What follows belongs to an exercise in optimizing a design on an open flow for a short achievable clock period and few clock cycles; a production flow would make more cautious choices.
For this run, only the layout was checked, not whether the RTL still works.
Power figures rest on the tool's default switching activity, not on a simulated workload.

[design/flow/run.sh]
#!/bin/bash
# synth_recipe.tcl (not shown) runs the flow's synth.tcl, then flattens the netlist and writes it again
# the make line also repeats each setting of config.mk as NAME=value (left out here)
make -C /OpenROAD-flow-scripts/flow DESIGN_CONFIG=/design/flow/config.mk WORK_HOME=/design/flow/orfs CLKGATE_MAP_FILE= SYNTH_SCRIPT=/design/flow/synth_recipe.tcl finish
[design/flow/config.mk]
export PLATFORM = sky130hd
export DESIGN_NAME = mips
export DESIGN_NICKNAME = mips
export VERILOG_FILES = /design/flow/design.v
export SDC_FILE = /design/flow/constraint.sdc
export NUM_CORES = 8
export LEC_CHECK = 0
export ABC_CLOCK_PERIOD_IN_PS = 2000
export CAP_MARGIN = 20
export CORE_MARGIN = 2
export CORE_UTILIZATION = 40
export SETUP_SLACK_MARGIN = 5
export SLEW_MARGIN = 20
[design/flow/constraint.sdc]
create_clock -name core_clock -period 8.0 [get_ports {clk}]
set_input_delay 1.6000 -clock core_clock [delete_from_list [all_inputs] [get_ports {clk}]]
set_output_delay 1.6000 -clock core_clock [all_outputs]
set_load 0.01 [all_outputs]
[design/flow/design.v]
`default_nettype none
package mipsIsaPkg;
    typedef logic [32-1:0] wordT;
    typedef logic [5-1:0] regAddrT;
    typedef enum logic [5:0] {
        opSpecial = 6'h00,   
        opBeq     = 6'h04,
        opOri     = 6'h0d,
        opLui     = 6'h0f,
        opLw      = 6'h23,
        opSw      = 6'h2b
    } opcodeT;
    typedef enum logic [5:0] {
        fnAddu = 6'h21,
        fnSubu = 6'h23,
        fnAnd  = 6'h24,
        fnOr   = 6'h25,
        fnSlt  = 6'h2a
    } functT;
    typedef enum logic [2:0] {
        aluAdd,
        aluSub,
        aluAnd,
        aluOr,
        aluSlt,    
        aluPassB   
    } aluOpT;
endpackage
`default_nettype wire
`default_nettype none
package pipePkg;
    typedef enum logic [1:0] {
        wdNone = 2'd0,
        wdAlu  = 2'd1,
        wdMem  = 2'd2,
        wdExt  = 2'd3    
    } wdSrcT;
    typedef enum logic [1:0] {
        fwdReg   = 2'd0,   
        fwdFromE = 2'd1,
        fwdFromM = 2'd2,
        fwdFromW = 2'd3
    } fwdSelT;
    typedef logic [1:0] hazTimeT;
    localparam hazTimeT tUseBranch = 2'd0;
    localparam hazTimeT tUseAlu    = 2'd1;
    localparam hazTimeT tUseStore  = 2'd2;
    localparam hazTimeT tUseNone   = 2'd3;   
    localparam hazTimeT tNewNow  = 2'd0;
    localparam hazTimeT tNewAlu  = 2'd1;
    localparam hazTimeT tNewLoad = 2'd2;
endpackage
`default_nettype wire
`timescale 1ns/1ps
`default_nettype none
module mips (
    input  logic        clk,
    input  logic        rstN,
    output logic [31:0] instrAddr,
    input  logic [31:0] instrData,
    output logic [31:0] dataAddr,
    output logic [31:0] dataWdata,
    output logic        dataWe,
    input  logic [31:0] dataRdata,
    output logic        wbWe,
    output logic [4:0]  wbAddr,
    output logic [31:0] wbData,
    output logic [31:0] wbPc
);
    function automatic logic [31:0] ksAdd(input logic [31:0] x, input logic [31:0] y,
                                          input logic cin);
        logic [31:0] g, p, gg, pp, ng, np;
        g = x & y;
        p = x ^ y;
        gg = g;
        gg[0] = g[0] | (p[0] & cin);
        pp = p;
        for (int s = 1; s < 32; s = s * 2) begin
            ng = gg;
            np = pp;
            for (int i = s; i < 32; i++) begin
                ng[i] = gg[i] | (pp[i] & gg[i-s]);
                np[i] = pp[i] & pp[i-s];
            end
            gg = ng;
            pp = np;
        end
        ksAdd = p ^ {gg[30:0], cin};
    endfunction
    logic [31:0] pc;
    logic        dValid;
    logic [31:0] dInstr, dPc;
    logic [31:0] dRsOh, dRtOh;           
    logic        eValid, eWr, eIsLw, eIsSw, eIsBeq, ePredT;
    logic        eSelAdd, eSelSub, eSelAnd, eSelOr, eSelSlt;
    logic [4:0]  eDest;
    logic [31:0] eA, eB, eSd, ePc, eAlt;
    logic        mValid, mWr, mIsLw, mStore;
    logic [4:0]  mDest;
    logic [31:0] mRes, mAddr, mSd, mPc;
    logic        wWe;
    logic [4:0]  wDest;
    logic [31:0] wData, wPc;
    logic [31:1] rfValid;                
    logic [31:0] regs [1:31];
    logic [5:0]  dOp, dFn;
    logic [4:0]  dRs, dRt, dRd, dDest;
    logic [15:0] dImm;
    logic        dIsR, dIsOri, dIsLui, dIsLw, dIsSw, dIsBeq, dWr;
    logic        dUseRs, dUseRt, dPredT;
    logic [31:0] dSext, dTarget, dSeq8;
    assign dOp  = dInstr[31:26];
    assign dFn  = dInstr[5:0];
    assign dRs  = dInstr[25:21];
    assign dRt  = dInstr[20:16];
    assign dRd  = dInstr[15:11];
    assign dImm = dInstr[15:0];
    assign dIsR   = (dOp == 6'h00) && (dFn == 6'h21 || dFn == 6'h23 || dFn == 6'h24 ||
                                       dFn == 6'h25 || dFn == 6'h2a);
    assign dIsOri = (dOp == 6'h0d);
    assign dIsLui = (dOp == 6'h0f);
    assign dIsLw  = (dOp == 6'h23);
    assign dIsSw  = (dOp == 6'h2b);
    assign dIsBeq = (dOp == 6'h04);
    assign dWr    = dIsR | dIsOri | dIsLui | dIsLw;
    assign dDest  = dIsR ? dRd : dRt;
    assign dUseRs = dIsR | dIsOri | dIsLw | dIsSw | dIsBeq;
    assign dUseRt = dIsR | dIsSw | dIsBeq;
    assign dSext   = {{16{dImm[15]}}, dImm};
    assign dTarget = dPc + 32'd4 + {dSext[29:0], 2'b00};
    assign dSeq8   = dPc + 32'd8;
    assign dPredT  = dImm[15] || (dRs == dRt);
    logic [31:0] rfA, rfB, mVal, dAv, dBv;
    logic        hitEA, hitEB, hitMA, hitMB, hitWA, hitWB;
    always_comb begin
        rfA = 32'd0;
        rfB = 32'd0;
        for (int i = 1; i < 32; i++) begin
            rfA = rfA | ({32{dRsOh[i] & rfValid[i]}} & regs[i]);
            rfB = rfB | ({32{dRtOh[i] & rfValid[i]}} & regs[i]);
        end
    end
    assign hitEA = eValid && eWr && (eDest != 5'd0) && (eDest == dRs);
    assign hitEB = eValid && eWr && (eDest != 5'd0) && (eDest == dRt);
    assign hitMA = mValid && mWr && (mDest != 5'd0) && (mDest == dRs);
    assign hitMB = mValid && mWr && (mDest != 5'd0) && (mDest == dRt);
    assign hitWA = wWe && (wDest != 5'd0) && (wDest == dRs);
    assign hitWB = wWe && (wDest != 5'd0) && (wDest == dRt);
    assign mVal = mIsLw ? dataRdata : mRes;
    assign dAv  = hitMA ? mVal : hitWA ? wData : rfA;
    assign dBv  = hitMB ? mVal : hitWB ? wData : rfB;
    logic stall;
    assign stall = dValid && eValid && eIsLw && ((hitEA && dUseRs) || (hitEB && dUseRt));
    logic [31:0] sum, diff, aluOut;
    logic        slt, eq, mispredict;
    assign sum  = ksAdd(eA, eB, 1'b0);
    assign diff = ksAdd(eA, ~eB, 1'b1);
    assign slt  = (eA[31] ^ eB[31]) ? eA[31] : diff[31];
    assign aluOut = ({32{eSelAdd}} & sum) | ({32{eSelSub}} & diff) |
                    ({32{eSelAnd}} & (eA & eB)) | ({32{eSelOr}} & (eA | eB)) |
                    {31'd0, eSelSlt & slt};
    assign eq   = (eA == eB);
    assign mispredict = eValid && eIsBeq && (eq != ePredT);
    assign instrAddr = pc;
    always_ff @(posedge clk or negedge rstN) begin
        if (!rstN) begin
            pc <= 32'h0000_3000;
        end else if (mispredict) begin
            pc <= eAlt;
        end else if (!stall) begin
            pc <= (dValid && dIsBeq && dPredT) ? dTarget : pc + 32'd4;
        end
    end
    always_ff @(posedge clk or negedge rstN) begin
        if (!rstN) begin
            dValid <= 1'b0;
        end else if (mispredict) begin
            dValid <= 1'b0;
        end else if (!stall) begin
            dValid <= 1'b1;
        end
    end
    always_ff @(posedge clk) begin
        if (!stall) begin
            dInstr <= instrData;
            dPc    <= pc;
            for (int i = 0; i < 32; i++) begin
                dRsOh[i] <= (instrData[25:21] == 5'(i));
                dRtOh[i] <= (instrData[20:16] == 5'(i));
            end
        end
    end
    always_ff @(posedge clk or negedge rstN) begin
        if (!rstN) begin
            eValid <= 1'b0;
        end else begin
            eValid <= dValid && !stall;
        end
    end
    always_ff @(posedge clk) begin
        eWr     <= dWr;
        eIsLw   <= dIsLw;
        eIsSw   <= dIsSw;
        eIsBeq  <= dIsBeq;
        ePredT  <= dPredT;
        eDest   <= dDest;
        eSelAdd <= (dIsR && dFn == 6'h21) || dIsLw || dIsSw;
        eSelSub <= dIsR && dFn == 6'h23;
        eSelAnd <= dIsR && dFn == 6'h24;
        eSelOr  <= (dIsR && dFn == 6'h25) || dIsOri || dIsLui;
        eSelSlt <= dIsR && dFn == 6'h2a;
        eA      <= dIsLui ? 32'd0 : hitEA ? aluOut : dAv;
        eB      <= dIsLui ? {dImm, 16'h0000} :
                   dIsOri ? {16'h0000, dImm} :
                   (dIsLw || dIsSw) ? dSext :
                   hitEB ? aluOut : dBv;
        eSd     <= hitEB ? aluOut : dBv;
        ePc     <= dPc;
        eAlt    <= dPredT ? dSeq8 : dTarget;
    end
    always_ff @(posedge clk or negedge rstN) begin
        if (!rstN) begin
            mValid <= 1'b0;
            mStore <= 1'b0;
        end else begin
            mValid <= eValid;
            mStore <= eValid && eIsSw;
        end
    end
    always_ff @(posedge clk) begin
        mWr   <= eWr;
        mIsLw <= eIsLw;
        mDest <= eDest;
        mRes  <= aluOut;
        mAddr <= aluOut;
        mSd   <= eSd;
        mPc   <= ePc;
    end
    assign dataAddr  = mAddr;
    assign dataWdata = mSd;
    assign dataWe    = mStore;
    always_ff @(posedge clk or negedge rstN) begin
        if (!rstN) begin
            wWe <= 1'b0;
        end else begin
            wWe <= mValid && mWr;
        end
    end
    always_ff @(posedge clk) begin
        wDest <= mDest;
        wData <= mVal;
        wPc   <= mPc;
    end
    assign wbWe   = wWe;
    assign wbAddr = wDest;
    assign wbData = wData;
    assign wbPc   = wPc;
    always_ff @(posedge clk or negedge rstN) begin
        if (!rstN) begin
            rfValid <= '0;
        end else if (wWe && wDest != 5'd0) begin
            rfValid[wDest] <= 1'b1;
        end
    end
    always_ff @(posedge clk) begin
        if (wWe && wDest != 5'd0) begin
            regs[wDest] <= wData;
        end
    end
endmodule
`default_nettype wire
==> results by group <==
Place
  – Detail Placement HPWL: between 150 and 200 mm
  – Gp weighted congestion: 0.979
  – Input/output buffers: ~230
  – Post-DP Area: 0.0726 mm2

Global routing
  – Largest net degree at the start of global routing: 73
  – Vias in the first global route: 54,400
  – Global-route wire length before repair: around 430 mm
  – Antenna violations before repair: 25
  – Global route total overflow: 0
  – Gr usage total: between 30% and 40%

Yosys
  – Count of different cell masters after synthesis: 95
  – Synth area leader: edfxtp_1
  – Ranking of synthesized cells by area: edfxtp_1 50%, dfxtp_1 10%, a22oi_1 5.9%
  – Adder-cell area share of the yosys netlist: ~3.2%
  – Post-synth EDFFs: roughly 1,100
  – Ys async rst share: between 4 and 5%
  – Post-synthesis area per instance: ~12 um2
  – Syn_nets: about 5,600
  – Share of the synthesized area in the top cell type: between 40% and 50%
  – Post-synthesis mux area share: under 10%
  – Sequential fraction of the synthesis area: 62.7%
  – Compound-Gate Fraction of Synth Area: 18.8%
  – XOR/XNOR share of the synthesized area: 1.56%
  – Post-synthesis simple-gate area fraction: 9.68%
  – Mapped Area: 0.0673 mm2
  – Yosys warns: 1
  – FF+latch count, synth: roughly 1,500
  – Synthesized instance count: about 5,400
  – Main combinational cell family by area after synthesis: compound AO/OA/AOI/OAI gates
  – Top_reg_cell synth: edfxtp_1

Finish
  – Final #Nets: between 6,000 and 7,000
  – Largest Register: regs
  – Sequential cell area: ~0.042 mm2
  – Max FFs per register: between 900 and 1,000
  – Most common cell after layout, fill and taps aside: edfxtp_1
  – Most frequent cells in the layout: 1,118 x edfxtp_1, 525 x a22oi_1, 344 x buf_4, 264 x dfxtp_1, 259 x nand2_1
  – Fillers: 14,200
  – Design Area, Final: 0.0851 mm2
  – Area occupied by multi-input gates: 0.0263 mm2
  – Layout Utilization: 50.9%
  – Area delta synth->final: 26.5%
  – Layout cells sized above 1: 25.9%

Routing
  – Antenna Nets Post-Route: 0
  – Routed WL per cell: between 30 and 40 um
  – DRC violations left: 0
  – Via/cell ratio: 7.16
  – Drt pass-1 iters: 11
  – Vias: 59,300
  – Starting DRC count in detailed routing: between 10,000 and 15,000
  – WL final: about 330 mm

Power
  – Combinational power share: 17.9%
  – Power share of the clock group: 36.7%
  – Switching share of power: 27.4%
  – Sequential Power Share: around 45%
  – LEAKAGE: ~30 nW
  – Psw: 5.64 mW
  – PD cells: 242 mW/mm2
  – Peak VDD IR: 0.237 mV
  – P_int: 14.9 mW

Clock tree
  – CTS Buf Count: 159
  – Clock-pin slew on the worst setup and hold paths: 60 ps
  – Clock sinks: ~1,500
  – CTS root buf: clkbuf_16
  – Longest Clk Path Bufs: 3
  – Cts hold-fix bufs: 0
  – Worst-Skew Late Latency: 850 ps
  – CTS tree: yes
  – H-tree lvl count: 4

STA
  – Relative slew slack: between 10% and 20%
  – Worst Skew: 59.1 ps
  – Final period util: about 45%
  – Fmax: 280 MHz
  – Max Transition Viols Final: 0
  – Unrepaired setup endpoints after global routing: yes
  – Worst-margin pin slew: 1210 ps
  – Crit path time final: about 3600 ps
  – Fin Setup TNS: 0 ps
  – Final setup violation count: 0
  – Fin. Hold Viols: 0

Critical path
  – Critical path endpoint category: flip-flop
  – Critical path's slowest cell: or4_4
  – Critical Path Max Stage Delay: 560 ps
  – WP buf/inv: 2
  – Crit path required time: slightly below 9000 ps
  – Flop2flop setup slack: 4420 ps
  – Worst Path Max Fanout: 3
  – Largest delay share family, worst path: compound AO/OA/AOI/OAI gates
  – Crit path launch type: flip-flop
  – Crit-path cells: inv_2 -> ha_4 -> or4_4 -> o211ai_4 -> a2111oi_4 -> buf_4 -> nor4_4 -> a211oi_4 -> o31ai_2 -> a21oi_2 -> fa_2 -> o22ai_2 -> a21oi_2 -> and4b_1 -> o31ai_1
  – Worst Path Arrival: 4280 ps
  – Most repeated library cell on the critical path: a21oi_2
  – CP Class: reg -> reg

Outcome
  – Outcome: timing/DRC/antenna clean

Floorplan
  – CORE AREA: 0.167 mm2
  – Core Rows: 150
  – Die Area: 0.171 mm2
  – Die height: just over 400 um
  – IO Pins: about 230
  – Starting Density: approximately two fifths
  – Die X: 414 um

Job
  – Max_cap viols: 0

Worst hold path
  – Worst Hold Class: reg -> reg
## repair_timing
| item | CTS | global route |
|---|---|---|
| endpoints found under the setup margin | 523 | 316 |
| gates resized for setup | 1320 | 336 |
| pin swaps | 103 | 115 |
| cloned | 33 | 4 |
| setup buffers | 225 | 92 |
## cell usage after synthesis, types with 10 or more instances
master	n
a221o_1	14
or4_1	14
o21bai_1	46
a211o_1	15
dfrtp_1	66
mux2_2	48
clkbuf_1	288
ha_1	166
a2111oi_0	24
inv_1	144
o31ai_1	17
dfxtp_1	345
a21o_1	32
xnor2_1	69
nor2b_1	13
and2_1	70
nor3b_1	10
a222oi_1	42
nor2_1	249
nand3_1	210
nand4_1	129
a221oi_1	181
o21ai_0	144
edfxtp_1	1118
and3_1	95
a31oi_1	27
nand2_1	275
o211ai_1	19
buf_2	15
o22ai_1	25
a2bb2oi_1	14
o21a_1	20
nor3_1	106
a211oi_1	86
a21oi_1	188
xor2_1	51
a22o_1	179
buf_1	59
nor4_1	33
a22oi_1	529
or3_1	20
nand2b_1	25
nand3b_1	12
mux2i_1	26
## layer usage
| layer | part of all wire, % | track usage, % | vias up | wire length (um) |
|---|---|---|---|---|
| met3 | 18 | 18.1 | 1828 | 57300 |
| met1 | 33 | 43.4 | 28700 | 110000 |
| met2 | 40 | 50.5 | 6261 | 130000 |
| li1 | - | - | 22500 | - |
| met4 | 8.9 | 24.1 | 42 | 29200 |
| met5 | 0.29 | 1.06 | - | 946 |
## per-stage QoR
step	cells	worst slack (ps)	total power, mW	hold slack, ps
finish	8287	4420	20.6	321
detailed placement	7624	3410	12.0	312
global placement	7624	3480	12.0	310
global route	8275	4370	21.1	321
CTS	8175	4410	20.1	321
floorplan	5391	4660	11.0	310
## final timing paths
| path | start | to | depth (start not counted) |
|---|---|---|---|
| worst min-delay path | mPc[31] | wPc[31] | 0 |
| max in group asynchronous | rstN | rfValid[7] | 2 |
| min in group asynchronous | rstN | pc[22] | 1 |
| worst min register to register | mPc[31] | wPc[31] | 0 |
| worst max register to register | eB[3] | eB[31] | 15 |
| worst max-delay path | eB[3] | eB[31] | 15 |
## power groups by stage
stage | clock network, mW | registers (mW) | logic [mW]
after global placement | 0 | 9.60 | 2.42
after CTS | 7.53 | 9.33 | 3.19
after global routing | 7.85 | 9.39 | 3.90
after detailed placement | 0 | 9.60 | 2.44
final | 7.56 | 9.35 | 3.68
after floorplan | 0 | 9.53 | 1.49
## kinds of logic (layout without fill, tap and decap cells)
| logic type | count (synthesis) | count (layout) |
|---|---|---|
| AO/OA/AOI/OAI | 1690 | 1690 |
| other | 0 | 16 |
| flip-flops | 1531 | 1531 |
| adder cells (fa/ha/maj) | 170 | 170 |
| buffers and inverters | 511 | 1187 |
| multiplexers | 74 | 74 |
| XOR/XNOR | 120 | 120 |
| AND/OR/NAND/NOR | 1295 | 1295 |
## area by class of cell
class / instances / share of cell area, %
Antenna cell: 16 / 0.0471
Clock buffer: 188 / 4.94
Timing Repair Buffer: 746 / 9.13
Tap cell: 2204 / 3.24
Inverter: 147 / 0.694
Multi-Input combinational cell: 3349 / 30.9
Clock inverter: 105 / 1.22
Sequential cell: 1531 / 49.9
Timing Repair inverter: 1 / 0.0103

afterwards: timing with drivers on the ports:
Ports are ideal in the flow. The routed layout listed here was re-timed in OpenROAD.
Step 1 assumes that a clkbuf_16 drives the clock port and a buf_2 every other input.
Step 2, shift: input delay + t, output delay - t, t = (earliest + latest rising clock arrival at the registers) / 2. This alone moves slack from input paths to output paths.
Three values: no drivers, after step 1, after step 2; two values: the first two.
shift t [ns]: 0.924
setup WS [ns]: 4.423 / 4.423 / 4.423
worst hold slack (ns): 0.321 / 0.321 / 0.321
cell pins on the clock port's net: 1
After both steps setup and hold are still met in this run. For this run, drivers alone change the setup slack by 0.000 ns; drivers and shift together by 0.000 ns.
